Source: an optimization exercise on an open RTL-to-GDS flow (aim: a short achievable clock period and few clock cycles). Production flows keep margins and buffers that such runs may drop. In this exercise RTL edits were held to simulation tests only and were not proved equivalent to the original. Power figures rest on the tool's default switching activity, not on a simulated workload.

--- config.mk ---
export PLATFORM = sky130hd
export DESIGN_NAME = cgra_top
export DESIGN_NICKNAME = cgra_top
export VERILOG_FILES = /design/flow/design.v
export SDC_FILE = /design/flow/constraint.sdc
export NUM_CORES = 8
export LEC_CHECK = 0
export CAP_MARGIN = 20
export CORE_MARGIN = 2
export CORE_UTILIZATION = 40
export SLEW_MARGIN = 20
export SYNTH_MEMORY_MAX_BITS = 16384
--- constraint.sdc ---
create_clock -name core_clock -period 10.0 [get_ports {clk}]
set_input_delay 2.0000 -clock core_clock [delete_from_list [all_inputs] [get_ports {clk}]]
set_output_delay 2.0000 -clock core_clock [all_outputs]
set_load 0.01 [all_outputs]
--- design.v ---
package cgra_pkg;
    localparam int DATA_W = 32;
    localparam int ADDR_W = 10;
    localparam int IMM_W  = 16;
    localparam int LANES  = 4;
    localparam int LANE_W = 2;                   
    localparam int ROWS   = 256 / LANES;         
    localparam int ROW_W  = 6;                   
    localparam int SLOTS  = 4;                   
    localparam logic [2:0] CMD_CFG_PE  = 3'd0;
    localparam logic [2:0] CMD_CFG_LSU = 3'd1;
    localparam logic [2:0] CMD_MEM_WR  = 3'd2;
    localparam logic [2:0] CMD_MEM_RD  = 3'd3;
    localparam logic [2:0] CMD_RUN     = 3'd4;
    localparam logic [2:0] OP_PASS = 3'd0;
    localparam logic [2:0] OP_ADD  = 3'd1;
    localparam logic [2:0] OP_SUB  = 3'd2;
    localparam logic [2:0] OP_MUL  = 3'd3;
    localparam logic [2:0] OP_AND  = 3'd4;
    localparam logic [2:0] OP_XOR  = 3'd5;
    localparam logic [2:0] OP_SHL  = 3'd6;
    localparam int PE_CFG_W = 3 + IMM_W;         
    localparam int SLOT_G_W = 6 * 32;
    localparam int SLOT_L_W = 3 * 8 + 5;
endpackage
`timescale 1ns/1ps
import cgra_pkg::*;
module cgra_spm (
    input  logic                          clk,
    input  logic [LANES-1:0][ROWS-1:0]    rrow,
    output logic [LANES-1:0][DATA_W-1:0]  rdata,
    input  logic [LANES-1:0][ROWS-1:0]    wen,       
    input  logic [LANES-1:0][DATA_W-1:0]  wdata
);
    logic [LANES-1:0][ROWS-1:0][DATA_W-1:0] mem;
    always_ff @(posedge clk) begin
        for (int b = 0; b < LANES; b++) begin
            for (int r = 0; r < ROWS; r++) begin
                if (wen[b][r]) mem[b][r] <= wdata[b];
            end
        end
    end
    always_comb begin
        for (int b = 0; b < LANES; b++) begin
            rdata[b] = '0;
            for (int r = 0; r < ROWS; r++) begin
                rdata[b] = rdata[b] | (mem[b][r] & {DATA_W{rrow[b][r]}});
            end
        end
    end
endmodule
`timescale 1ns/1ps
import cgra_pkg::*;
module cgra_host_if (
    input  logic                          clk,
    input  logic                          arst_n,
    input  logic [44:0]                   cmd,
    input  logic                          cmd_valid,
    output logic                          cmd_ready,
    output logic [DATA_W-1:0]             rsp,
    output logic                          rsp_valid,
    input  logic                          rsp_ready,
    output logic [3:0][PE_CFG_W-1:0]      pe_cfg,
    output logic [3:0][DATA_W-1:0]        pe_cadd,      
    output logic [ADDR_W-1:0]             src_base,
    output logic [ADDR_W-1:0]             dst_base,
    output logic [ADDR_W-1:0]             count,
    output logic                          cfg_stale,    
    output logic                          run_go,       
    input  logic                          done_set,     
    input  logic [LANES-1:0]              e_we,         
    input  logic [LANES-1:0][ROW_W-1:0]   e_wrow,
    input  logic [LANES-1:0]              e_we_d,       
    input  logic [LANES-1:0][ROW_W-1:0]   e_wrow_d,
    output logic [LANES-1:0]              h_we,
    output logic [ROW_W-1:0]              h_wrow,
    output logic [DATA_W-1:0]             h_wdata,
    output logic                          acc_rd,       
    output logic                          acc_wr,       
    output logic                          acc_other,    
    output logic                          run_acc,      
    output logic [7:0]                    hr_d,         
    output logic [ADDR_W-1:0]             src_next,     
    output logic                          src_wr,       
    input  logic                          host_mode,    
    input  logic [LANES-1:0][DATA_W-1:0]  rowd          
);
    logic        v_q;
    logic [44:0] cmd_q;
    logic [2:0]  op_q;
    logic [9:0]  addr_q;
    logic [31:0] data_q;
    logic [2:0]  op_in;
    logic        acc;
    logic [LANES-1:0] hsel_q;
    logic [3:0]  pe_we_q;               
    logic [2:0]  lsu_we_q;              
    logic [1:0]  stale_q;
    logic [7:0]  hr_q, hp_q;
    logic [LANES-1:0] hp_oh_q;          
    logic        busy_q;                
    logic        busy_o_q;              
    logic [DATA_W-1:0] rd_b;
    logic        ok_q;
    logic        hit, miss, miss_q1, miss_q2;
    logic        rsp_valid_q;
    logic        hold_n_q;
    logic [DATA_W-1:0] rsp_q;
    assign op_in  = cmd[44:42];
    assign acc    = cmd_valid && !busy_q;
    assign op_q   = cmd_q[44:42];
    assign addr_q = cmd_q[41:32];
    assign data_q = cmd_q[31:0];
    assign cmd_ready = !busy_o_q;
    assign rsp       = rsp_q;
    assign rsp_valid = rsp_valid_q;
    assign run_go    = v_q && (op_q == CMD_RUN);
    assign h_we      = hsel_q;
    assign h_wrow    = addr_q[7:LANE_W];
    assign h_wdata   = data_q;
    assign acc_rd    = acc && (op_in == CMD_MEM_RD);
    assign run_acc   = acc && (op_in == CMD_RUN);
    assign acc_wr    = acc && (op_in == CMD_MEM_WR);
    assign acc_other = acc && (op_in != CMD_MEM_RD) && (op_in != CMD_RUN);
    assign src_wr    = lsu_we_q[0];
    assign src_next  = src_wr ? data_q[ADDR_W-1:0] : src_base;
    assign cfg_stale = (stale_q != 2'd0);
    function automatic logic wr_hits(input logic [7:0] w,
                                     input logic [LANES-1:0] hs,
                                     input logic [7:0] ha,
                                     input logic [LANES-1:0] ewe,
                                     input logic [LANES-1:0][ROW_W-1:0] ewr);
        wr_hits = (|hs && ha == w) ||
                  (ewe[w[LANE_W-1:0]] && ewr[w[LANE_W-1:0]] == w[7:LANE_W]);
    endfunction
    logic hit_ok, eng_hit_q;
    assign hit_ok = ok_q && !eng_hit_q && !(|hsel_q && addr_q[7:0] == hp_q);
    assign hit    = acc && (op_in == CMD_MEM_RD) && (cmd[39:32] == hp_q) && hit_ok;
    assign miss   = acc && (op_in == CMD_MEM_RD) && !hit;
    always_comb begin
        rd_b = '0;
        for (int b = 0; b < LANES; b++) rd_b = rd_b | (rowd[b] & {DATA_W{hp_oh_q[b]}});
    end
    always_comb begin
        if (acc)          hr_d = hit ? (hp_q + 8'd1) : cmd[39:32];
        else if (miss_q1) hr_d = hr_q + 8'd1;
        else if (run_go)  hr_d = dst_base[7:0];
        else              hr_d = hr_q;
    end
    always_ff @(posedge clk) begin
        cmd_q  <= cmd;
    end
    always_ff @(posedge clk or negedge arst_n) begin
        if (!arst_n) begin
            v_q         <= 1'b0;
            hsel_q      <= '0;
            pe_we_q     <= '0;
            lsu_we_q    <= '0;
            rsp_q       <= '0;
            for (int k = 0; k < 4; k++) pe_cadd[k] <= '0;
            hr_q        <= '0;
            hp_q        <= '0;
            hp_oh_q     <= LANES'(1);
            busy_q      <= 1'b0;
            busy_o_q    <= 1'b0;
            ok_q        <= 1'b0;
            eng_hit_q   <= 1'b0;
            miss_q1     <= 1'b0;
            miss_q2     <= 1'b0;
            rsp_valid_q <= 1'b0;
            hold_n_q    <= 1'b1;
            stale_q     <= 2'd3;         
            src_base    <= '0;
            dst_base    <= '0;
            count       <= '0;
            for (int k = 0; k < 4; k++) pe_cfg[k] <= '0;
        end else begin
            v_q         <= acc;
            busy_q      <= !done_set && (busy_q || (cmd_valid && op_in == CMD_RUN));
            busy_o_q    <= !done_set && (busy_o_q || (cmd_valid && op_in == CMD_RUN));
            for (int c = 0; c < LANES; c++) begin
                hsel_q[c] <= acc && (op_in == CMD_MEM_WR) && (cmd[32+LANE_W-1:32] == LANE_W'(c));
            end
            for (int k = 0; k < 4; k++) begin
                pe_we_q[k] <= acc && (op_in == CMD_CFG_PE) && (cmd[41:32] == 10'(k));
            end
            for (int k = 0; k < 3; k++) begin
                lsu_we_q[k] <= acc && (op_in == CMD_CFG_LSU) && (cmd[41:32] == 10'(k));
            end
            if (hold_n_q) rsp_q <= rd_b;
            hp_q    <= hr_q;
            hp_oh_q <= LANES'(1) << hr_q[LANE_W-1:0];
            ok_q    <= host_mode && !wr_hits(hr_q, hsel_q, addr_q[7:0], e_we, e_wrow);
            eng_hit_q <= e_we_d[hr_q[LANE_W-1:0]] && (e_wrow_d[hr_q[LANE_W-1:0]] == hr_q[7:LANE_W]);
            hr_q    <= hr_d;
            miss_q1 <= miss;
            miss_q2 <= miss_q1;
            if (hit || miss_q2) begin
                rsp_valid_q <= 1'b1;
            end else if (rsp_ready) begin
                rsp_valid_q <= 1'b0;
            end
            if (hit || miss_q2) begin
                hold_n_q <= 1'b0;
            end else if (rsp_ready) begin
                hold_n_q <= 1'b1;
            end
            if (stale_q != 2'd0) stale_q <= stale_q - 2'd1;
            for (int k = 0; k < 4; k++) begin
                if (pe_we_q[k]) begin
                    pe_cfg[k]  <= data_q[PE_CFG_W-1:0];
                    pe_cadd[k] <= (data_q[PE_CFG_W-1 -: 3] == OP_SUB) ?
                                  (32'd0 - {{16{data_q[15]}}, data_q[15:0]}) :
                                  {{16{data_q[15]}}, data_q[15:0]};
                end
            end
            if (|pe_we_q) stale_q <= 2'd3;
            if (lsu_we_q[0]) src_base <= data_q[ADDR_W-1:0];
            if (lsu_we_q[1]) dst_base <= data_q[ADDR_W-1:0];
            if (lsu_we_q[2]) count    <= data_q[ADDR_W-1:0];
        end
    end
endmodule
`timescale 1ns/1ps
import cgra_pkg::*;
module cgra_load_lsu (
    input  logic                         clk,
    input  logic                         arst_n,
    input  logic                         acc_rd,
    input  logic                         acc_other,   
    input  logic                         run_acc,
    input  logic [7:0]                   hr_d,        
    input  logic [ADDR_W-1:0]            src_next,    
    input  logic                         src_wr,      
    input  logic                         eng_wr,      
    input  logic                         host_wr,     
    input  logic                         cfg_stale,
    input  logic [ADDR_W-1:0]            count,
    output logic [LANES-1:0][ROWS-1:0]   row,         
    output logic                         host_mode,   
    output logic                         start,       
    output logic [LANES-1:0]             lane_valid,  
    output logic                         grp_last     
);
    localparam logic [1:0] S_IDLE = 2'd0, S_PREP = 2'd1, S_STREAM = 2'd2;
    logic [1:0]           st_q;
    logic                 first_q;
    logic                 host_q;
    logic [ADDR_W:0]      rem_q;
    logic                 spec_ok, reading, abort;
    logic [ADDR_W:0]      rem;
    logic [LANES-1:0][ROWS-1:0] base_oh, next_oh;
    logic [ROWS-1:0]      host_oh;
    assign host_mode = host_q;
    logic sel_rot, sel_host, to_host, zero_cnt;
    assign zero_cnt = (count == '0);
    assign to_host  = !run_acc && (((st_q == S_PREP) && zero_cnt) ||
                                   ((st_q == S_STREAM) && first_q && zero_cnt) ||
                                   (reading && grp_last));
    assign sel_rot  = run_acc ? spec_ok :
                      (((st_q == S_PREP) && !zero_cnt && !cfg_stale) ||
                       (reading && !grp_last));
    assign sel_host = !run_acc && (to_host ||
                      ((st_q == S_IDLE) && (acc_rd || (host_q && !acc_other))));
    always_comb begin
        for (int b = 0; b < LANES; b++) begin
            base_oh[b] = ROWS'(1) << (src_next[7:LANE_W] +
                                      ((LANE_W'(b) < src_next[LANE_W-1:0]) ? 1'b1 : 1'b0));
            next_oh[b] = {row[b][ROWS-2:0], row[b][ROWS-1]};
        end
        host_oh = ROWS'(1) << hr_d[7:LANE_W];
    end
    assign spec_ok = !host_q && !src_wr && !eng_wr && !host_wr && (st_q == S_IDLE);
    assign abort   = first_q && ((count == '0) || cfg_stale);
    assign reading = (st_q == S_STREAM) && !abort;
    assign start   = reading && first_q;
    assign rem     = first_q ? {1'b0, count} : rem_q;
    always_comb begin
        for (int b = 0; b < LANES; b++) begin
            logic [LANE_W-1:0] off;
            off = LANE_W'(b) - src_next[LANE_W-1:0];    
            lane_valid[b] = reading && ((rem >= (ADDR_W+1)'(LANES)) ||
                                        ({{(ADDR_W+1-LANE_W){1'b0}}, off} < rem));
        end
    end
    assign grp_last = reading && (rem <= (ADDR_W+1)'(LANES));
    always_ff @(posedge clk or negedge arst_n) begin
        if (!arst_n) begin
            st_q    <= S_IDLE;
            first_q <= 1'b0;
            host_q  <= 1'b0;
            rem_q   <= '0;
            for (int b = 0; b < LANES; b++) row[b] <= ROWS'(1);
        end else begin
            if (reading) begin
                first_q <= 1'b0;
                rem_q   <= rem - (ADDR_W+1)'(LANES);
            end
            if (run_acc) host_q <= 1'b0;
            else if (to_host) host_q <= 1'b1;
            else if ((st_q == S_IDLE) && acc_rd) host_q <= 1'b1;
            else if ((st_q == S_IDLE) && acc_other) host_q <= 1'b0;
            for (int b = 0; b < LANES; b++) begin
                row[b] <= sel_rot ? next_oh[b] : (sel_host ? host_oh : base_oh[b]);
            end
            if (run_acc) begin
                first_q <= 1'b1;
                st_q    <= spec_ok ? S_STREAM : S_PREP;
            end else if (to_host) begin
                st_q    <= S_IDLE;
            end else if (st_q == S_PREP && !cfg_stale) begin
                st_q    <= S_STREAM;
            end else if (st_q == S_STREAM && abort) begin
                st_q    <= S_PREP;
            end
        end
    end
endmodule
`timescale 1ns/1ps
import cgra_pkg::*;
module cgra_pe_compile (
    input  logic                           clk,
    input  logic [3:0][PE_CFG_W-1:0]       pe_cfg,
    input  logic [3:0][DATA_W-1:0]         pe_cadd,
    output logic [2:0]                     first,      
    output logic [DATA_W-1:0]              b0_m,
    output logic [DATA_W-1:0]              b0_v,
    output logic [SLOTS-1:0][SLOT_G_W-1:0] slot_g,     
    output logic [SLOTS-1:0][SLOT_L_W-1:0] slot_l      
);
    logic [3:0]              ar;
    logic [3:0][2:0]         seg;
    logic [2:0]              n;
    logic [SLOTS:1][3:0]     a_pe_d, b_pe_d;    
    logic [3:0]              b0_pe_d;           
    logic [SLOTS:1][3:0]     a_pe, b_pe;
    logic [3:0]              b0_pe;
    always_comb begin
        for (int k = 0; k < 4; k++) begin
            logic [2:0] op;
            op = pe_cfg[k][PE_CFG_W-1 -: 3];
            ar[k] = (op == OP_ADD) || (op == OP_SUB) || (op == OP_MUL) || (op == OP_SHL);
        end
        seg[0] = {2'b0, ar[0]};
        for (int k = 1; k < 4; k++) seg[k] = seg[k-1] + {2'b0, ar[k]};
        n = seg[3];
        for (int k = 0; k < 4; k++) begin
            b0_pe_d[k] = !ar[k] && (seg[k] == 3'd0);
            for (int s = 1; s <= SLOTS; s++) begin
                a_pe_d[s][k] = ar[k]  && (3'd4 - n + seg[k]) == 3'(s);
                b_pe_d[s][k] = !ar[k] && (seg[k] != 3'd0) && (3'd4 - n + seg[k]) == 3'(s);
            end
        end
    end
    always_ff @(posedge clk) begin
        a_pe  <= a_pe_d;
        b_pe  <= b_pe_d;
        b0_pe <= b0_pe_d;
        first <= 3'd5 - n;
    end
    logic [3:0]              k_mul, k_add, k_shl;
    logic [3:0][DATA_W-1:0]  bm, bv, cadd, kconst;
    logic [3:0][SLOT_L_W-1:0] lcfg;
    always_comb begin
        for (int k = 0; k < 4; k++) begin
            logic [2:0]  op;
            logic [15:0] imm;
            logic [DATA_W-1:0] s_ext;
            logic [7:0]  sel1, sel2, neg;
            logic        b2, b1, b0;
            op    = pe_cfg[k][PE_CFG_W-1 -: 3];
            imm   = pe_cfg[k][IMM_W-1:0];
            s_ext = {{16{imm[15]}}, imm};
            k_mul[k] = (op == OP_MUL);
            k_add[k] = (op == OP_ADD) || (op == OP_SUB);
            k_shl[k] = (op == OP_SHL);
            bm[k] = (op == OP_AND) ? s_ext : '1;
            bv[k] = (op == OP_XOR) ? s_ext : '0;
            cadd[k] = pe_cadd[k];
            kconst[k] = '0;
            for (int j = 0; j < 8; j++) begin
                b2 = imm[2*j+1];
                b1 = imm[2*j];
                b0 = (j == 0) ? 1'b0 : imm[2*j-1];
                sel1[j] = b1 ^ b0;
                sel2[j] = (b2 & ~b1 & ~b0) | (~b2 & b1 & b0);
                neg[j]  = b2 & ~(b1 & b0);
                kconst[k][2*j] = neg[j];
            end
            lcfg[k] = {sel1, sel2, neg, imm[4:0]};
        end
    end
    logic [DATA_W-1:0]              b0_m_d, b0_v_d;
    logic [SLOTS-1:0][SLOT_G_W-1:0] slot_g_d;
    logic [SLOTS-1:0][SLOT_L_W-1:0] slot_l_d;
    always_comb begin
        b0_m_d = '1;
        b0_v_d = '0;
        for (int k = 0; k < 4; k++) begin
            logic [DATA_W-1:0] later;
            later = '1;
            for (int j = k + 1; j < 4; j++) later = later & (b0_pe[j] ? bm[j] : '1);
            if (b0_pe[k]) begin
                b0_v_d = b0_v_d ^ (bv[k] & later);
                b0_m_d = b0_m_d & bm[k];
            end
        end
        for (int s = 1; s <= SLOTS; s++) begin
            logic [DATA_W-1:0] m, v, ca, kc;
            logic [SLOT_L_W-1:0] l;
            logic km, ka, ks;
            km = 1'b0; ka = 1'b0; ks = 1'b0;
            ca = '0; kc = '0; l = '0;
            m = '1;
            v = '0;
            for (int k = 0; k < 4; k++) begin
                if (a_pe[s][k]) begin
                    km = km | k_mul[k];
                    ka = ka | k_add[k];
                    ks = ks | k_shl[k];
                    ca = ca | cadd[k];
                    kc = kc | kconst[k];
                    l  = l  | lcfg[k];
                end
                if (b_pe[s][k]) begin
                    logic [DATA_W-1:0] later;
                    later = '1;
                    for (int j = k + 1; j < 4; j++) later = later & (b_pe[s][j] ? bm[j] : '1);
                    v = v ^ (bv[k] & later);
                    m = m & bm[k];
                end
            end
            if (!(km || ka || ks)) v = '0;
            slot_g_d[s-1] = {m & {DATA_W{km}}, m & {DATA_W{ka}}, m & {DATA_W{ks}}, v, ca, kc};
            slot_l_d[s-1] = l;
        end
    end
    always_ff @(posedge clk) begin
        b0_m   <= b0_m_d;
        b0_v   <= b0_v_d;
        slot_g <= slot_g_d;
        slot_l <= slot_l_d;
    end
endmodule
module cgra_pe (
    input  logic                  clk,
    input  logic                  arst_n,
    input  logic                  en,       
    input  logic                  en2,      
    input  logic [SLOT_L_W-1:0]   cfg_l,
    input  logic [SLOT_G_W-1:0]   cfg_g,
    input  logic [DATA_W-1:0]     x,        
    output logic [DATA_W-1:0]     y         
);
    logic [SLOT_L_W-1:0] cl_q, ch_q;
    always_ff @(posedge clk or negedge arst_n) begin
        if (!arst_n)  cl_q <= '0;
        else if (en)  cl_q <= cfg_l;
    end
    always_ff @(posedge clk or negedge arst_n) begin
        if (!arst_n)  ch_q <= '0;
        else if (en2) ch_q <= cfg_l;
    end
    logic [DATA_W-1:0] s_mul, s_add, s_shl, bv, cadd, kconst;
    logic [4:0]        sh;
    logic [7:0]        sel1, sel2, neg, sel1h, sel2h, negh;
    logic [4:0]        shh;
    assign {s_mul, s_add, s_shl, bv, cadd, kconst} = cfg_g;
    assign {sel1, sel2, neg, sh} = cl_q;
    assign {sel1h, sel2h, negh, shh} = ch_q;
    logic [8:0][DATA_W-1:0] pp;
    always_comb begin
        for (int j = 0; j < 8; j++) begin
            logic [DATA_W-1:0] z, zh;
            z  = ({DATA_W{sel1[j]}} & x) | ({DATA_W{sel2[j]}} & {x[DATA_W-2:0], 1'b0});
            z  = z ^ {DATA_W{neg[j]}};
            zh = ({DATA_W{sel1h[j]}} & x) | ({DATA_W{sel2h[j]}} & {x[DATA_W-2:0], 1'b0});
            zh = zh ^ {DATA_W{negh[j]}};
            pp[j] = ((z << (2 * j)) & 32'h0000_FFFF) | ((zh << (2 * j)) & 32'hFFFF_0000);
        end
        pp[8] = kconst;
    end
    function automatic logic [2*DATA_W-1:0] csa(input logic [DATA_W-1:0] a,
                                                 input logic [DATA_W-1:0] b,
                                                 input logic [DATA_W-1:0] c);
        logic [DATA_W-1:0] s, cy;
        s  = a ^ b ^ c;
        cy = (a & b) | (a & c) | (b & c);
        csa = {s, cy[DATA_W-2:0], 1'b0};
    endfunction
    logic [DATA_W-1:0] l1s0, l1c0, l1s1, l1c1, l1s2, l1c2;
    logic [DATA_W-1:0] l2s0, l2c0, l2s1, l2c1;
    logic [DATA_W-1:0] l3s, l3c;
    logic [DATA_W-1:0] l4s, l4c;
    assign {l1s0, l1c0} = csa(pp[0], pp[1], pp[2]);
    assign {l1s1, l1c1} = csa(pp[3], pp[4], pp[5]);
    assign {l1s2, l1c2} = csa(pp[6], pp[7], pp[8]);
    assign {l2s0, l2c0} = csa(l1s0, l1c0, l1s1);
    assign {l2s1, l2c1} = csa(l1c1, l1s2, l1c2);
    assign {l3s, l3c}   = csa(l2s0, l2c0, l2s1);
    assign {l4s, l4c}   = csa(l3s, l3c, l2c1);
    logic [DATA_W-1:0] ms_q, mc_q;
    always_ff @(posedge clk) begin
        ms_q <= l4s;
        mc_q <= l4c;
    end
    logic [DATA_W-1:0] y_mul, y_add, y_shl;
    assign y_mul = ms_q + mc_q;
    assign y_add = x + cadd;
    assign y_shl = x << sh;
    logic [DATA_W-1:0] kb;
    assign kb    = bv & ~(s_mul | s_add | s_shl);
    assign y     = (s_mul & (y_mul ^ bv)) | (s_add & (y_add ^ bv)) |
                   (s_shl & (y_shl ^ bv)) | kb;
endmodule
`timescale 1ns/1ps
import cgra_pkg::*;
module cgra_store_lsu (
    input  logic                             clk,
    input  logic                             arst_n,
    input  logic                             start,
    input  logic                             run_go,
    input  logic [ADDR_W-1:0]                src_base,
    input  logic [ADDR_W-1:0]                dst_base,
    input  logic [ADDR_W-1:0]                count,
    input  logic [LANES-1:0]                 f_valid,    
    input  logic [LANES-1:0][DATA_W-1:0]     f_data,
    input  logic                             f_last_d,   
    input  logic [LANES-1:0]                 f_valid_d,  
    output logic [LANES-1:0]                 we,         
    output logic [LANES-1:0][ROW_W-1:0]      wrow,
    output logic [LANES-1:0]                 we_d,       
    output logic [LANES-1:0][ROW_W-1:0]      wrow_d,
    output logic [LANES-1:0][DATA_W-1:0]     wdata,
    output logic                             done_set,
    output logic                             done
);
    logic [LANES-1:0][LANES-1:0] esel_q;    
    logic [LANE_W-1:0] rot, d_lo;
    logic [ROW_W-1:0]  d_hi;
    logic              done_q;
    assign d_lo = dst_base[LANE_W-1:0];
    assign d_hi = dst_base[7:LANE_W];
    assign rot  = src_base[LANE_W-1:0] - d_lo;
    always_comb begin
        for (int c = 0; c < LANES; c++) begin
            we[c]    = 1'b0;
            wdata[c] = '0;
            for (int l = 0; l < LANES; l++) begin
                we[c]    = we[c] | (esel_q[c][l] & f_valid[l]);
                wdata[c] = wdata[c] | (f_data[l] & {DATA_W{esel_q[c][l]}});
            end
        end
    end
    assign done_set = f_last_d || (run_go && count == '0);
    assign done     = done_q;
    logic [LANES-1:0][LANES-1:0] esel_d;
    always_comb begin
        for (int c = 0; c < LANES; c++) begin
            for (int l = 0; l < LANES; l++) begin
                esel_d[c][l] = start ? (LANE_W'(l) == LANE_W'(c) + rot) : esel_q[c][l];
            end
            wrow_d[c] = start ? (d_hi + ((LANE_W'(c) < d_lo) ? 1'b1 : 1'b0)) :
                        ((|f_valid) ? wrow[c] + 1'b1 : wrow[c]);
            we_d[c] = |(esel_d[c] & f_valid_d);
        end
    end
    always_ff @(posedge clk or negedge arst_n) begin
        if (!arst_n) begin
            esel_q <= '0;
            wrow   <= '0;
            done_q <= 1'b0;
        end else begin
            done_q <= done_set;
            esel_q <= esel_d;
            wrow   <= wrow_d;
        end
    end
endmodule
`timescale 1ns/1ps
import cgra_pkg::*;
module cgra_top #(
    parameter int NUM_PE    = 4,
    parameter int SPM_DEPTH = 256
) (
    input  logic        clk,
    input  logic        arst_n,
    input  logic [44:0] cmd,         
    input  logic        cmd_valid,
    output logic        cmd_ready,
    output logic [31:0] rsp,
    output logic        rsp_valid,
    input  logic        rsp_ready,
    output logic        done
);
    logic [3:0][PE_CFG_W-1:0]  pe_cfg;
    logic [3:0][DATA_W-1:0]    pe_cadd;
    logic [ADDR_W-1:0]         src_base, dst_base, count;
    logic                      cfg_stale, run_go, done_set;
    logic [LANES-1:0]          h_we;
    logic [ROW_W-1:0]          h_wrow;
    logic [DATA_W-1:0]         h_wdata;
    logic                      acc_rd, acc_wr, acc_other, run_acc, src_wr, host_mode;
    logic [7:0]                hr_d;
    logic [ADDR_W-1:0]         src_next;
    logic                      start, grp_last;
    logic [LANES-1:0][ROWS-1:0]   rd_row;
    logic [LANES-1:0]          lane_valid;
    logic [LANES-1:0][DATA_W-1:0] spm_rdata;
    logic [LANES-1:0][DATA_W-1:0] rowd;       
    logic [2:0]                first;
    logic [DATA_W-1:0]         b0_m, b0_v;
    logic [SLOTS-1:0][SLOT_G_W-1:0] slot_g;
    logic [SLOTS-1:0][SLOT_L_W-1:0] slot_l;
    logic [LANES-1:0]             e_we, e_we_d;
    logic [LANES-1:0][ROW_W-1:0]  e_wrow, e_wrow_d;
    logic [LANES-1:0][ROWS-1:0]   wen_q;       
    logic [LANES-1:0]             f_v_d;
    logic [LANES-1:0][DATA_W-1:0] e_wdata, spm_wdata;
    cgra_host_if u_host_if (
        .clk       (clk),
        .arst_n    (arst_n),
        .cmd       (cmd),
        .cmd_valid (cmd_valid),
        .cmd_ready (cmd_ready),
        .rsp       (rsp),
        .rsp_valid (rsp_valid),
        .rsp_ready (rsp_ready),
        .pe_cfg    (pe_cfg),
        .pe_cadd   (pe_cadd),
        .src_base  (src_base),
        .dst_base  (dst_base),
        .count     (count),
        .cfg_stale (cfg_stale),
        .run_go    (run_go),
        .done_set  (done_set),
        .e_we      (e_we),
        .e_wrow    (e_wrow),
        .e_we_d    (e_we_d),
        .e_wrow_d  (e_wrow_d),
        .h_we      (h_we),
        .h_wrow    (h_wrow),
        .h_wdata   (h_wdata),
        .acc_rd    (acc_rd),
        .acc_wr    (acc_wr),
        .acc_other (acc_other),
        .run_acc   (run_acc),
        .hr_d      (hr_d),
        .src_next  (src_next),
        .src_wr    (src_wr),
        .host_mode (host_mode),
        .rowd      (rowd)
    );
    cgra_pe_compile u_compile (
        .clk     (clk),
        .pe_cfg  (pe_cfg),
        .pe_cadd (pe_cadd),
        .first  (first),
        .b0_m   (b0_m),
        .b0_v   (b0_v),
        .slot_g (slot_g),
        .slot_l (slot_l)
    );
    cgra_load_lsu u_load_lsu (
        .clk        (clk),
        .arst_n     (arst_n),
        .acc_rd     (acc_rd),
        .acc_other  (acc_other),
        .run_acc    (run_acc),
        .hr_d       (hr_d),
        .src_next   (src_next),
        .src_wr     (src_wr),
        .eng_wr     (|f_v),
        .host_wr    (|h_we),
        .cfg_stale  (cfg_stale),
        .count      (count),
        .host_mode  (host_mode),
        .start      (start),
        .row        (rd_row),
        .lane_valid (lane_valid),
        .grp_last   (grp_last)
    );
    logic [SLOTS:1][LANES-1:0][DATA_W-1:0] in_q;      
    logic [SLOTS:1][LANES-1:0][DATA_W-1:0] y;         
    logic [SLOTS:1][LANES-1:0]             in_v, m_v, out_v;
    logic [SLOTS:1]                        in_l, m_l, out_l;
    logic [SLOTS:1]                        k_mul;
    logic [LANES-1:0][DATA_W-1:0]          entry;
    logic [LANES-1:0][DATA_W-1:0]          f_q;
    logic [LANES-1:0]                      f_v;
    logic                                  f_l_d;
    logic [LANES-1:0]                      idle;
    logic [LANES-1:0][SLOTS+1:1]           ent_q;     
    always_comb begin
        for (int b = 0; b < LANES; b++) begin
            idle[b] = !f_v[b];
            for (int s = 1; s <= SLOTS; s++) idle[b] = idle[b] && !in_v[s][b] && !m_v[s][b];
        end
    end
    for (genvar b = 0; b < LANES; b++) begin : g_entry
        assign entry[b] = (rowd[b] & b0_m) ^ b0_v;
        always_ff @(posedge clk or negedge arst_n) begin
            if (!arst_n) begin
                ent_q[b] <= '0;
            end else if (idle[b]) begin
                for (int s = 1; s <= SLOTS + 1; s++) ent_q[b][s] <= (first == 3'(s));
            end
        end
    end
    for (genvar s = 1; s <= SLOTS; s++) begin : g_slot
        assign k_mul[s] = |slot_g[s-1][SLOT_G_W-1 -: DATA_W];
        assign out_v[s] = k_mul[s] ? m_v[s] : in_v[s];
        assign out_l[s] = k_mul[s] ? m_l[s] : in_l[s];
        for (genvar b = 0; b < LANES; b++) begin : g_lane
            cgra_pe u_pe (
                .clk   (clk),
                .arst_n(arst_n),
                .en    (idle[b]),
                .en2   (!in_v[s][b] && !m_v[s][b]),
                .cfg_l (slot_l[s-1]),
                .cfg_g (slot_g[s-1]),
                .x     (in_q[s][b]),
                .y     (y[s][b])
            );
            if (s == 1) begin : g_in1
                always_ff @(posedge clk) in_q[s][b] <= entry[b];
            end else begin : g_inn
                always_ff @(posedge clk) begin
                    in_q[s][b] <= y[s-1][b] | (entry[b] & {DATA_W{ent_q[b][s]}});
                end
            end
        end
        always_ff @(posedge clk or negedge arst_n) begin
            if (!arst_n) begin
                in_v[s] <= '0;
                in_l[s] <= 1'b0;
                m_v[s]  <= '0;
                m_l[s]  <= 1'b0;
            end else begin
                if (s == 1) begin
                    in_v[s] <= (first == 3'd1) ? lane_valid : '0;
                    in_l[s] <= (first == 3'd1) && grp_last;
                end else begin
                    in_v[s] <= (first == 3'(s)) ? lane_valid : out_v[s-1];
                    in_l[s] <= (first == 3'(s)) ? grp_last : out_l[s-1];
                end
                m_v[s] <= in_v[s];
                m_l[s] <= in_l[s];
            end
        end
    end
    assign f_l_d = (first == 3'd5) ? grp_last : out_l[SLOTS];
    for (genvar b = 0; b < LANES; b++) begin : g_f
        always_ff @(posedge clk) begin
            f_q[b] <= y[SLOTS][b] | (entry[b] & {DATA_W{ent_q[b][SLOTS+1]}});
        end
    end
    assign f_v_d = (first == 3'd5) ? lane_valid : out_v[SLOTS];
    always_ff @(posedge clk or negedge arst_n) begin
        if (!arst_n) f_v <= '0;
        else         f_v <= f_v_d;
    end
    cgra_store_lsu u_store_lsu (
        .clk      (clk),
        .arst_n   (arst_n),
        .start    (start),
        .run_go   (run_go),
        .src_base (src_base),
        .dst_base (dst_base),
        .count    (count),
        .f_valid  (f_v),
        .f_data   (f_q),
        .f_last_d (f_l_d),
        .f_valid_d(f_v_d),
        .we       (e_we),
        .wrow     (e_wrow),
        .we_d     (e_we_d),
        .wrow_d   (e_wrow_d),
        .wdata    (e_wdata),
        .done_set (done_set),
        .done     (done)
    );
    always_ff @(posedge clk or negedge arst_n) begin
        if (!arst_n) begin
            wen_q <= '0;
        end else begin
            for (int c = 0; c < LANES; c++) begin
                for (int r = 0; r < ROWS; r++) begin
                    wen_q[c][r] <= (e_we_d[c] && e_wrow_d[c] == ROW_W'(r)) ||
                                   (acc_wr && cmd[32+LANE_W-1:32] == LANE_W'(c) &&
                                    cmd[39:32+LANE_W] == ROW_W'(r));
                end
            end
        end
    end
    for (genvar c = 0; c < LANES; c++) begin : g_wport
        assign spm_wdata[c] = h_we[c] ? h_wdata : e_wdata[c];
    end
    cgra_spm u_spm (
        .clk   (clk),
        .rrow  (rd_row),
        .rdata (spm_rdata),
        .wen   (wen_q),
        .wdata (spm_wdata)
    );
    always_ff @(posedge clk) rowd <= spm_rdata;
endmodule
--- flow/run.sh ---
#!/bin/bash
# Standard ORFS layout (the standard.sh, unchanged synthesis) in two parts:
#  1. synthesis, floorplan and placement;
#  2. the flip-flops that drive output ports are moved next to their port
#     buffers and the placement is legalised again (flow/move_run.tcl);
#  3. clock tree, routing and finishing.
# Settings: the timing repair leaves extra setup slack so that it optimises
# towards the period the design can reach instead of stopping at the 10 ns
# clock, wider clock-tree sink clusters (fewer tree levels), and global
# routing steered to the upper metal layers (flow/fastroute.tcl); the data
# ports are placed as one group, so that the flip-flops moved next to the
# output ports stay close to each other; the clock port goes to the middle
# of an edge (flow/io_pre.tcl).
set -euo pipefail
VARS=(SETUP_SLACK_MARGIN=6.3 TNS_END_PERCENT=100 ABC_CLOCK_PERIOD_IN_PS=3800 CAP_MARGIN=40 SLEW_MARGIN=40
      CORE_UTILIZATION=50 PLACE_DENSITY=0.60 CTS_CLUSTER_SIZE=20 CTS_CLUSTER_DIAMETER=120
      FASTROUTE_TCL="$PWD/flow/fastroute.tcl" PRE_IO_PLACEMENT_TCL="$PWD/flow/io_pre.tcl"
      "PLACE_PINS_ARGS=-group_pins {rsp[0] rsp[1] rsp[2] rsp[3] rsp[4] rsp[5] rsp[6] rsp[7] rsp[8] rsp[9] rsp[10] rsp[11] rsp[12] rsp[13] rsp[14] rsp[15] rsp[16] rsp[17] rsp[18] rsp[19] rsp[20] rsp[21] rsp[22] rsp[23] rsp[24] rsp[25] rsp[26] rsp[27] rsp[28] rsp[29] rsp[30] rsp[31] rsp_valid done cmd_ready rsp_ready cmd_valid cmd[0] cmd[1] cmd[2] cmd[3] cmd[4] cmd[5] cmd[6] cmd[7] cmd[8] cmd[9] cmd[10] cmd[11] cmd[12] cmd[13] cmd[14] cmd[15] cmd[16] cmd[17] cmd[18] cmd[19] cmd[20] cmd[21] cmd[22] cmd[23] cmd[24] cmd[25] cmd[26] cmd[27] cmd[28] cmd[29] cmd[30] cmd[31] cmd[32] cmd[33] cmd[34] cmd[35] cmd[36] cmd[37] cmd[38] cmd[39] cmd[40] cmd[41] cmd[42] cmd[43] cmd[44] arst_n}")
bash standard.sh "${VARS[@]}" place > flow_make_place.log 2>&1
ODB="$PWD/orfs/results/${FLOW_PLATFORM}/cgra_top/base/3_place.odb"
MOVE_ODB="$ODB" openroad -no_init -exit flow/move_run.tcl > flow_move.log 2>&1
bash standard.sh "${VARS[@]}" finish > flow_make.log 2>&1
--- flow/fastroute.tcl ---
# Global routing capacity: keep most signal wiring off met1/met2, where the
# dense datapath and scratchpad cells need the tracks for pin access.
set_global_routing_layer_adjustment met1 0.55
set_global_routing_layer_adjustment met2 0.35
set_global_routing_layer_adjustment met3 0.15
set_global_routing_layer_adjustment met4 0.15
set_global_routing_layer_adjustment met5 0.15

set_routing_layers -clock $::env(MIN_CLK_ROUTING_LAYER)-$::env(MAX_ROUTING_LAYER)
set_routing_layers -signal $::env(MIN_ROUTING_LAYER)-$::env(MAX_ROUTING_LAYER)
--- flow/io_pre.tcl ---
# Before the pins are placed: put the clock port in the middle of the bottom
# edge, closest to where the clock tree's root buffer goes (the core centre).
set die [[ord::get_db_block] getDieArea]
set dbu [[ord::get_db_block] getDbUnitsPerMicron]
set mid [expr {([$die xMin] + [$die xMax]) / 2.0 / $dbu}]
set_io_pin_constraint -pin_names {clk} -region [format "bottom:%.1f-%.1f" [expr {$mid - 15}] [expr {$mid + 15}]]
--- flow/move_out.tcl ---
# Move the flip-flops that drive output ports next to the port buffers, so
# the output paths are short; the paths into those flip-flops are internal
# and have time to spare. Then legalise.
set block [ord::get_db_block]
set core [$block getCoreArea]
set cx [expr {([$core xMin] + [$core xMax]) / 2}]
set cy [expr {([$core yMin] + [$core yMax]) / 2}]
set moved 0
proc driver_inst {net} {
  foreach it [$net getITerms] {
    if {[$it isOutputSignal]} { return [$it getInst] }
  }
  return ""
}
proc input_net {inst} {
  foreach it [$inst getITerms] {
    if {[$it isInputSignal]} { return [$it getNet] }
  }
  return ""
}
foreach bt [$block getBTerms] {
  if {[$bt getIoType] != "OUTPUT"} { continue }
  set net [$bt getNet]
  if {$net == "NULL" || $net == ""} { continue }
  set buf [driver_inst $net]
  if {$buf == ""} { continue }
  # walk back through buffers/inverters (single-input cells) to the flip-flop
  set cur $buf
  set chain {}
  for {set k 0} {$k < 4} {incr k} {
    set in [input_net $cur]
    if {$in == ""} { break }
    set d [driver_inst $in]
    if {$d == ""} { break }
    lappend chain $d
    set m [[$d getMaster] getName]
    if {[string match "*df*" $m]} { break }
    set cur $d
  }
  set loc [$buf getLocation]
  set bx [lindex $loc 0]; set by [lindex $loc 1]
  # step from the buffer towards the core centre
  set dx [expr {$cx > $bx ? 8000 : -8000}]
  set dy [expr {$cy > $by ? 8000 : -8000}]
  set i 1
  foreach d $chain {
    if {[$d isFixed]} { continue }
    $d setLocation [expr {$bx + $i * $dx / 2}] [expr {$by + $i * $dy / 2}]
    # next to the port buffer the flip-flop drives a short wire: the
    # smallest drive strength switches fastest
    set m [[$d getMaster] getName]
    if {[regexp {^(sky130_fd_sc_hd__df[a-z]+)_[0-9]+$} $m -> base]} {
      set small [[ord::get_db] findMaster ${base}_1]
      if {$small != "NULL" && $small != ""} { $d swapMaster $small }
    }
    incr i
    incr moved
  }
}
puts "moved $moved cells"
--- flow/move_run.tcl ---
# Reads the placed design, moves the output-driving flip-flops next to their
# port buffers (move_out.tcl), legalises and writes the placement back.
set odb $::env(MOVE_ODB)
read_db $odb
source [file join [file dirname [info script]] move_out.tcl]
detailed_placement
check_placement -verbose
write_db $odb
--- standard.sh ---
#!/bin/bash
# synth_recipe.tcl (not shown) runs the flow's synth.tcl, then flattens the netlist and writes it again
# the make line also repeats each setting of config.mk as NAME=value (left out here)
make -C /OpenROAD-flow-scripts/flow DESIGN_CONFIG=/design/flow/config.mk WORK_HOME=/design/flow/orfs CLKGATE_MAP_FILE= SYNTH_SCRIPT=/design/flow/synth_recipe.tcl "${@:-finish}"
==> results of run 1 <==
kinds of logic (layout without fill, tap and decap cells):
logic type | after synthesis | in the layout | synth area share
adder cells (fa/ha/maj) | 3836 | 3836 | 0.1018
flip-flops | 12138 | 12138 | 0.5276
XOR/XNOR | 6020 | 6020 | 0.08343
other | 1 | 1861 | 0.000005934
buffers and inverters | 6530 | 5970 | 0.03893
multiplexers | 2199 | 2199 | 0.04456
AND/OR/NAND/NOR | 6333 | 6333 | 0.04665
AO/OA/AOI/OAI | 13127 | 13127 | 0.1570
metrics by stage:
| step | power [mW] | cell area, um2 | setup slack [ns] | cells | hold WS, ns |
|---|---|---|---|---|---|
| after floorplan | 61.16 | 632400 | 5.832 | 50189 | 0.3501 |
| after global placement | 70.98 | 655700 | 3.303 | 64863 | 0.3567 |
| after detailed placement | 71.05 | 658500 | 3.584 | 64926 | 0.3608 |
| after CTS | 102.1 | 682800 | 6.085 | 66292 | 0.3820 |
| after global routing | 105.1 | 690500 | 6.090 | 67738 | 0.3883 |
| final | 104.1 | 691900 | 6.030 | 68291 | 0.3828 |
path summary, 6_finish.rpt:
check / startpoint / endpoint / slack [ns]
worst max-delay path: u_host_if.rsp_q[7] / rsp[7] / 6.03
worst min-delay path: in_l[1] / m_l[1] / 0.38
worst max register to register: u_host_if.lsu_we_q[0] / u_load_lsu.row[15] / 6.24
worst min register to register: in_l[1] / m_l[1] / 0.38
max in group asynchronous: arst_n / g_slot[1].g_lane[3].u_pe.cl_q[21] / 7.08
min in group asynchronous: arst_n / u_load_lsu.host_q / 0.53
power groups by stage:
stage	Sequential, mW	Clock (mW)	Combinational (mW)
2_1_floorplan	55.7	0	5.50
3_3_place_gp	58.2	0	12.8
3_5_place_dp	58.2	0	12.9
4_1_cts	57.0	31.7	13.4
5_1_grt	57.3	33.3	14.6
6_report	57.4	31.8	14.8
final cells by class:
cell class                      instances  area [um2]  share of cell area
Antenna cell                         1855        4642            0.006709
Clock buffer                         1162       19660             0.02842
Clock inverter                         99        1643            0.002375
Timing Repair Buffer                 2302       20810             0.03007
Tap cell                            16807       21030             0.03039
Multi-Input combinational cell      31521      279500              0.4040
Sequential cell                     12138      335500              0.4849
Inverter                             2407        9069             0.01311
state kept, by name, summed over array words and instances, names as in the netlist, 68 cells and up:
name and flops:
u_spm.mem 8192, g_slot.g_lane.u_pe.ms_q 512, in_q 512, g_slot.g_lane.u_pe.mc_q 448
g_slot.g_lane.u_pe.cl_q 432, g_slot.g_lane.u_pe.ch_q 384, u_compile.slot_g 320, u_load_lsu.row 256
wen_q 256, f_q 128, rowd 128, u_compile.slot_l 108
u_host_if.pe_cfg 72, u_host_if.pe_cadd 68
layer usage:
metal | part of all wire | vias to the layer above | global-route usage
met5 | 0.013 | - | 0.3354
met4 | 0.12 | 861 | 0.5078
met3 | 0.23 | 14735 | 0.5787
met2 | 0.36 | 47099 | 0.7225
met1 | 0.28 | 234906 | 0.7380
li1 | - | 188074 | -
synth_stat cells, types with 189 or more instances:
library cell | count | share of area
edfxtp_1 | 8192 | 0.39
xnor2_1 | 4005 | 0.056
a22oi_1 | 3659 | 0.043
clkbuf_1 | 3320 | 0.020
nand2_1 | 2400 | 0.014
inv_1 | 2365 | 0.014
a221oi_1 | 2337 | 0.032
dfxtp_1 | 2262 | 0.072
fa_1 | 2179 | 0.069
a22o_1 | 2103 | 0.029
xor2_1 | 2015 | 0.028
dfrtp_1 | 1676 | 0.066
ha_1 | 1657 | 0.033
a21oi_1 | 1553 | 0.012
nor2_1 | 1500 | 0.0089
mux2_2 | 1185 | 0.021
o21ai_0 | 851 | 0.0067
buf_1 | 728 | 0.0043
mux2i_1 | 640 | 0.010
nand4_1 | 622 | 0.0062
a21o_1 | 418 | 0.0050
mux4_2 | 373 | 0.013
nand3_1 | 363 | 0.0029
o22ai_1 | 348 | 0.0034
nor3_1 | 342 | 0.0027
a221o_1 | 305 | 0.0048
a211oi_1 | 237 | 0.0028
a31oi_1 | 195 | 0.0019
nand2b_1 | 189 | 0.0019
repair_timing:
item | 4_1_cts | 5_1_grt
setup endpoints to repair | 858 | 730
pin swaps | 58 | 89
resized for setup | 718 | 590
buffers inserted | 101 | 98
gates cloned | 4 | 3
==> results.cfg, run 1 <==
[layout]
layout.nets = 52962
fill_cells = 104663
drive_gt1_frac = 0.1377
syn_to_final_growth_pct = 9.475
fin_util = 0.5480
mostFrequentLayoutCells = edfxtp_1, xnor2_1, a22oi_1, nand2_1, inv_1
mostFrequentLayoutCell = edfxtp_1

[sta]
tightest_slew_ns = 1.337
setup_violations = 0
finalHoldViolCount = 0
slew_viol_final = 0
fin_worst_skew_ns = 0.1431
min_period_ns = 3.970
grt_setup_unrepaired = true
slew_headroom = 0.1085
finalSetupTns_ns = 0
fmax_mhz = 251.9
finalCritPeriodShare = 0.3970

[setup_path]
crit_chain = buf_8
critPathBufInv = 1
cp-start-kind = flop
crit_required_ns = 8.00
crit_arrival_ns = 1.97
crit_type = flop to output port
crit_cells = 1
slowest_stage = dfrtp_1
cp_max_fo = 2
critPathTopFamily = flip-flops
worst_path_largest_cell_delay_ns = 0.43
worst_setup_path_end_kind = output port
ff2ff_path_depth = 10

[global_route]
grt_pass1_vias = 495406
grt_pass1_wl_mm = 4350
antenna_found_initial = 727
grt_max_degree = 124
track_usage = 0.6333
grt_overflow_total = 0

[power_and_ir_drop]
leakage_nw = 264.8
pwr-share-comb = 0.142
power_switching_mw = 32.70
vdd_drop_max_mv = 0.1898
p_clk_frac = 0.306
p_sw_frac = 0.3142
power_density_nw_per_um2 = 150.4
p_int_mw = 71.37
seqPwrFrac = 0.552

[drt]
drt_first_pass_iters = 10
wl_mm = 3317
avgViaCountPerCell = 7.112
drtAntennaViolNets = 2
first_iter_violations = 45205
detail_route.wl_per_cell_um = 48.58
route.vias.total = 485675
drc = 0

[placement]
io_buffers = 83
hpwlAfterDp_mm = 2167
gp_congestion = 1.120

[die]
start_util = 0.5006
ios = 84
std_cell_rows = 413
core_um2 = 1262000
die_w_mm = 1.128
die_height_mm = 1.128
dieArea_um2 = 1273000

[clock_tree]
cts_buffers = 707
cts_max_level = 6
clock_sinks = 12138
cts_buffer_depth = 5
cts_root_buffer = clkbuf_16
path_clk_slew_ns = 0.10
insertion_delay_ns = 1.30
cts_tree = done
hold_buffers = 0

[synthesis]
yosys_warnings = 7
syn_inst = 50184
syn-cell-area_um2 = 632000
seq_area_frac_synth = 0.5276
synth.ff_latch_count = 12138
synth_top_flop_cell = edfxtp_1
syn_avg_cell_area_um2 = 12.59
synth_enable_flop_cells = 8192
yosysUniqueCellTypes = 98
synth_async_sr_flop_share = 0.1387

[hold_path]
min_path_type = flop to flop
whs_path_depth = 0

[run]
drv_cap = 0

[status]
violations = antenna rules
status = complete, but fails checks
Testbench counts, summed over its fixed seeds: cycles 9,107.
==> run 2: changes to the inputs <==
--- a/flow/run.sh
+++ b/flow/run.sh
@@ -1,8 +1,9 @@
 #!/bin/bash
 # Standard ORFS layout (the standard.sh, unchanged synthesis) in two parts:
 #  1. synthesis, floorplan and placement;
-#  2. the flip-flops that drive output ports are moved next to their port
-#     buffers and the placement is legalised again (flow/move_run.tcl);
+#  2. each output port's buffer is moved next to its port and the flip-flop
+#     driving it next to the buffer, and the placement is legalised again
+#     (flow/move_run.tcl, flow/move_out.tcl);
 #  3. clock tree, routing and finishing.
 # Settings: the timing repair leaves extra setup slack so that it optimises
 # towards the period the design can reach instead of stopping at the 10 ns
==> flow/move_out.tcl (replaced) <==
# Move each output port's buffer next to its port, and the flip-flop that
# drives it (through any single-input cells) next to the buffer, so the output
# paths are short; the paths into those flip-flops are internal and have time
# to spare. The flip-flops get the smallest drive strength (they drive a short
# wire). Legalisation follows (move_run.tcl).
set block [ord::get_db_block]
set die [$block getDieArea]
set moved 0
proc driver_inst {net} {
  foreach it [$net getITerms] {
    if {[$it isOutputSignal]} { return [$it getInst] }
  }
  return ""
}
proc input_net {inst} {
  foreach it [$inst getITerms] {
    if {[$it isInputSignal]} { return [$it getNet] }
  }
  return ""
}
foreach bt [$block getBTerms] {
  if {[$bt getIoType] != "OUTPUT"} { continue }
  set net [$bt getNet]
  if {$net == "NULL" || $net == ""} { continue }
  set buf [driver_inst $net]
  if {$buf == ""} { continue }
  set chain [list $buf]
  set cur $buf
  for {set k 0} {$k < 4} {incr k} {
    set in [input_net $cur]
    if {$in == ""} { break }
    set d [driver_inst $in]
    if {$d == ""} { break }
    lappend chain $d
    if {[string match "*df*" [[$d getMaster] getName]]} { break }
    set cur $d
  }
  # inward step from the port's edge
  set bb [$bt getBBox]
  set px [expr {([$bb xMin] + [$bb xMax]) / 2}]
  set py [expr {([$bb yMin] + [$bb yMax]) / 2}]
  set dx 0; set dy 0
  if {$px <= [$die xMin]} { set dx 1 } elseif {$px >= [$die xMax]} { set dx -1 } elseif {$py <= [$die yMin]} { set dy 1 } else { set dy -1 }
  set i 1
  foreach d $chain {
    if {[$d isFixed]} { continue }
    $d setLocation [expr {$px + $dx * (3000 + $i * 6000)}] [expr {$py + $dy * (3000 + $i * 6000)}]
    set m [[$d getMaster] getName]
    if {[regexp {^(sky130_fd_sc_hd__df[a-z]+)_[0-9]+$} $m -> base]} {
      set small [[ord::get_db] findMaster ${base}_1]
      if {$small != "NULL" && $small != ""} { $d swapMaster $small }
    }
    incr i
    incr moved
  }
}
puts "moved $moved cells"
==> results.cfg, run 2 <==
[synthesis]
yosys.area.top_type = edfxtp_1
synth_top_flop_cell = edfxtp_1
synth_async_sr_flop_share = 0.1387
syn_avg_cell_area_um2 = 12.59
ys_top_cells_by_count = edfxtp_1, xnor2_1, a22oi_1
yosys_warnings = 7
synth.most_common_cell = edfxtp_1
synth.area.top_cells = edfxtp_1, dfxtp_1, fa_1
synth.ff_latch_count = 12138
syn_inst = 50184
synth_enable_flop_cells = 8192
yosysUniqueCellTypes = 98
syn-cell-area_um2 = 632000
yosysTopAreaCellShare = 0.3892
seq_area_frac_synth = 0.5276

[global_route]
grt_pass1_wl_mm = 4362
grt_max_degree = 124
grt_pass1_vias = 496124
antenna_found_initial = 740
grt_overflow_total = 0
track_usage = 0.6354

[sta]
fmax_mhz = 258.1
finalHoldViolCount = 0
min_period_ns = 3.874
finalSetupTns_ns = 0
grt_setup_unrepaired = true
tightest_slew_ns = 1.184
finalCritPeriodShare = 0.3874
fin_worst_skew_ns = 0.1237
slew_headroom = 0.2098
slew_viol_final = 0
setup_violations = 0

[clock_tree]
cts_max_level = 6
cts_buffer_depth = 5
cts_buffers = 708
path_clk_slew_ns = 0.09
clock_sinks = 12138
hold_buffers = 0
insertion_delay_ns = 1.32
cts_root_buffer = clkbuf_16
cts_tree = done

[setup_path]
crit_type = flop to output port
crit_required_ns = 8.00
cp_max_fo = 2
worst_setup_path_end_kind = output port
crit_arrival_ns = 1.87
crit_chain = inv_2 > buf_6
worst_path_largest_cell_delay_ns = 0.43
slowest_stage = dfrtp_2
cp-start-kind = flop

[run]
drv_cap = 0

[layout]
syn_to_final_growth_pct = 9.546
drive_gt1_frac = 0.1386
fin_cells = 68358
mostFrequentLayoutCells = edfxtp_1, xnor2_1, a22oi_1, nand2_1, inv_1
top_regs = u_spm.mem: 8192 flops, g_slot.g_lane.u_pe.ms_q: 512 flops, in_q: 512 flops
mostFrequentLayoutCell = edfxtp_1
layout.nets = 52981
largest_reg_flops = 8192
top_register = u_spm.mem
design_area_um2 = 692300

[die]
die_w_mm = 1.128
start_util = 0.5006
std_cell_rows = 413
core_um2 = 1262000
dieArea_um2 = 1273000
die_height_mm = 1.128
ios = 84

[drt]
wl_mm = 3328
avgViaCountPerCell = 7.120
drc = 0
first_iter_violations = 45130
detail_route.wl_per_cell_um = 48.68
drt_first_pass_iters = 13
route.vias.total = 486680
drtAntennaViolNets = 0

[placement]
hpwlAfterDp_mm = 2167
place_inst = 64926
gp_congestion = 1.120
placed_cell_area_um2 = 658500
io_buffers = 83

[power_and_ir_drop]
power_density_nw_per_um2 = 150.9
vdd_drop_max_mv = 0.1886
leakage_nw = 264.9

[status]
status = timing/DRC/antenna clean

[hold_path]
min_path_type = flop to flop
==> run 2: cell counts after synthesis <==
No cell type changed its count.
==> run 2: area by class of cell <==
cell class | count | area, um2
tap | 16807 | 21030
timing repair buffer | 2320 | 20780
clock inverter | 102 | 1677
fill | 104673 | 570100
clock buffer | 1161 | 19700
multi-input combinational | 31521 | 279800
sequential | 12138 | 335500
antenna | 1902 | 4760
inverter | 2407 | 9065
==> run 2: timing repair <==
action	4_1_cts	5_1_grt
gates cloned	4	3
pin swaps	60	83
setup buffers	110	102
gates resized for setup	680	564
setup endpoints to repair	858	721
==> run 2: cell families after synthesis <==
kind of cell / Yosys count / synth area share
other: 1 / 0.000005934
flip-flops: 12138 / 0.5276
AND/OR/NAND/NOR: 6333 / 0.04665
buffers and inverters: 6530 / 0.03893
XOR/XNOR: 6020 / 0.08343
AO/OA/AOI/OAI: 13127 / 0.1570
adder cells (fa/ha/maj): 3836 / 0.1018
multiplexers: 2199 / 0.04456
==> run 2: metrics by stage <==
stage | util | hold WS, ns | worst slack (ns) | total power, mW
6_report | 0.5484 | 0.3823 | 6.126 | 104.5
5_1_grt | 0.5473 | 0.3883 | 6.091 | 105.5
4_1_cts | 0.5409 | 0.3820 | 6.126 | 102.3
3_5_place_dp | 0.5216 | 0.3608 | 3.584 | 71.05
3_3_place_gp | 0.5194 | 0.3567 | 3.303 | 70.98
2_1_floorplan | - | 0.3501 | 5.832 | 61.16
==> run 2: final timing paths <==
check | slack [ns] | end | from | cells after the start
max reg2reg | 6.21 | in_q[332] | u_compile.slot_l[50] | 14
min | 0.38 | m_l[1] | in_l[1] | 0
min reg2reg | 0.38 | m_l[1] | in_l[1] | 0
min in group asynchronous | 0.59 | u_host_if.rsp_q[31] | arst_n | 1
max in group asynchronous | 7.14 | g_slot[3].g_lane[2].u_pe.cl_q[5] | arst_n | 3
max | 6.13 | cmd_ready | u_host_if.busy_o_q | 2
==> run 2: per-layer routing <==
metal,up-vias,share of wire,track usage,wire length (um)
li1,188164,-,-,-
met3,14820,0.23,0.5787,756300
met2,47268,0.36,0.7231,1187000
met5,-,0.013,0.3471,44140
met1,235614,0.29,0.7362,952300
met4,814,0.12,0.5183,387800
==> run 2: power breakdown <==
| group | internal (mW) | switching, mW |
|---|---|---|
| Sequential | 54.0 | 3.41 |
| Combinational | 3.60 | 11.6 |
| Clock | 13.8 | 18.0 |
| Total | 71.5 | 33.0 |
==> run 2: worst max-delay path, delay by kind of cell, from the launching register on <==
kind	cells	cell delay [ns]
flip-flops	1	0.43
buffers and inverters	2	0.17

[afterwards: timing with drivers on the ports]
How much do the figures lean on ideal ports? The routed layouts below were timed once more, with nothing changed but the port constraints.
Step 1: set_driving_cell puts a clkbuf_16 on clk and a buf_2 on each other input, an assumption about the parent block.
Step 2 adds t to the input delays and takes it off the output delays; t is the mean of the earliest and latest rising clock arrival at the registers after step 1. Input paths then give back, and output paths get back, about the clock's delay inside the block.
Three values: no drivers, after step 1, after step 2; two values: the first two.
run	t (ns)	setup WS [ns]	worst hold slack (ns)	clock arrival spread, ns	worst data-port slew with drivers (ns)
run 1	1.353	6.030 / 5.906 / 5.020	0.383 / 0.383 / 0.383	0.145 / 0.145	0.22
run 2	1.372	6.126 / 5.997 / 5.024	0.382 / 0.382 / 0.382	0.153 / 0.152	0.19
The setup slack of run 2, which loses most, moves by -0.129 ns with the drivers and by -1.102 ns with both steps.
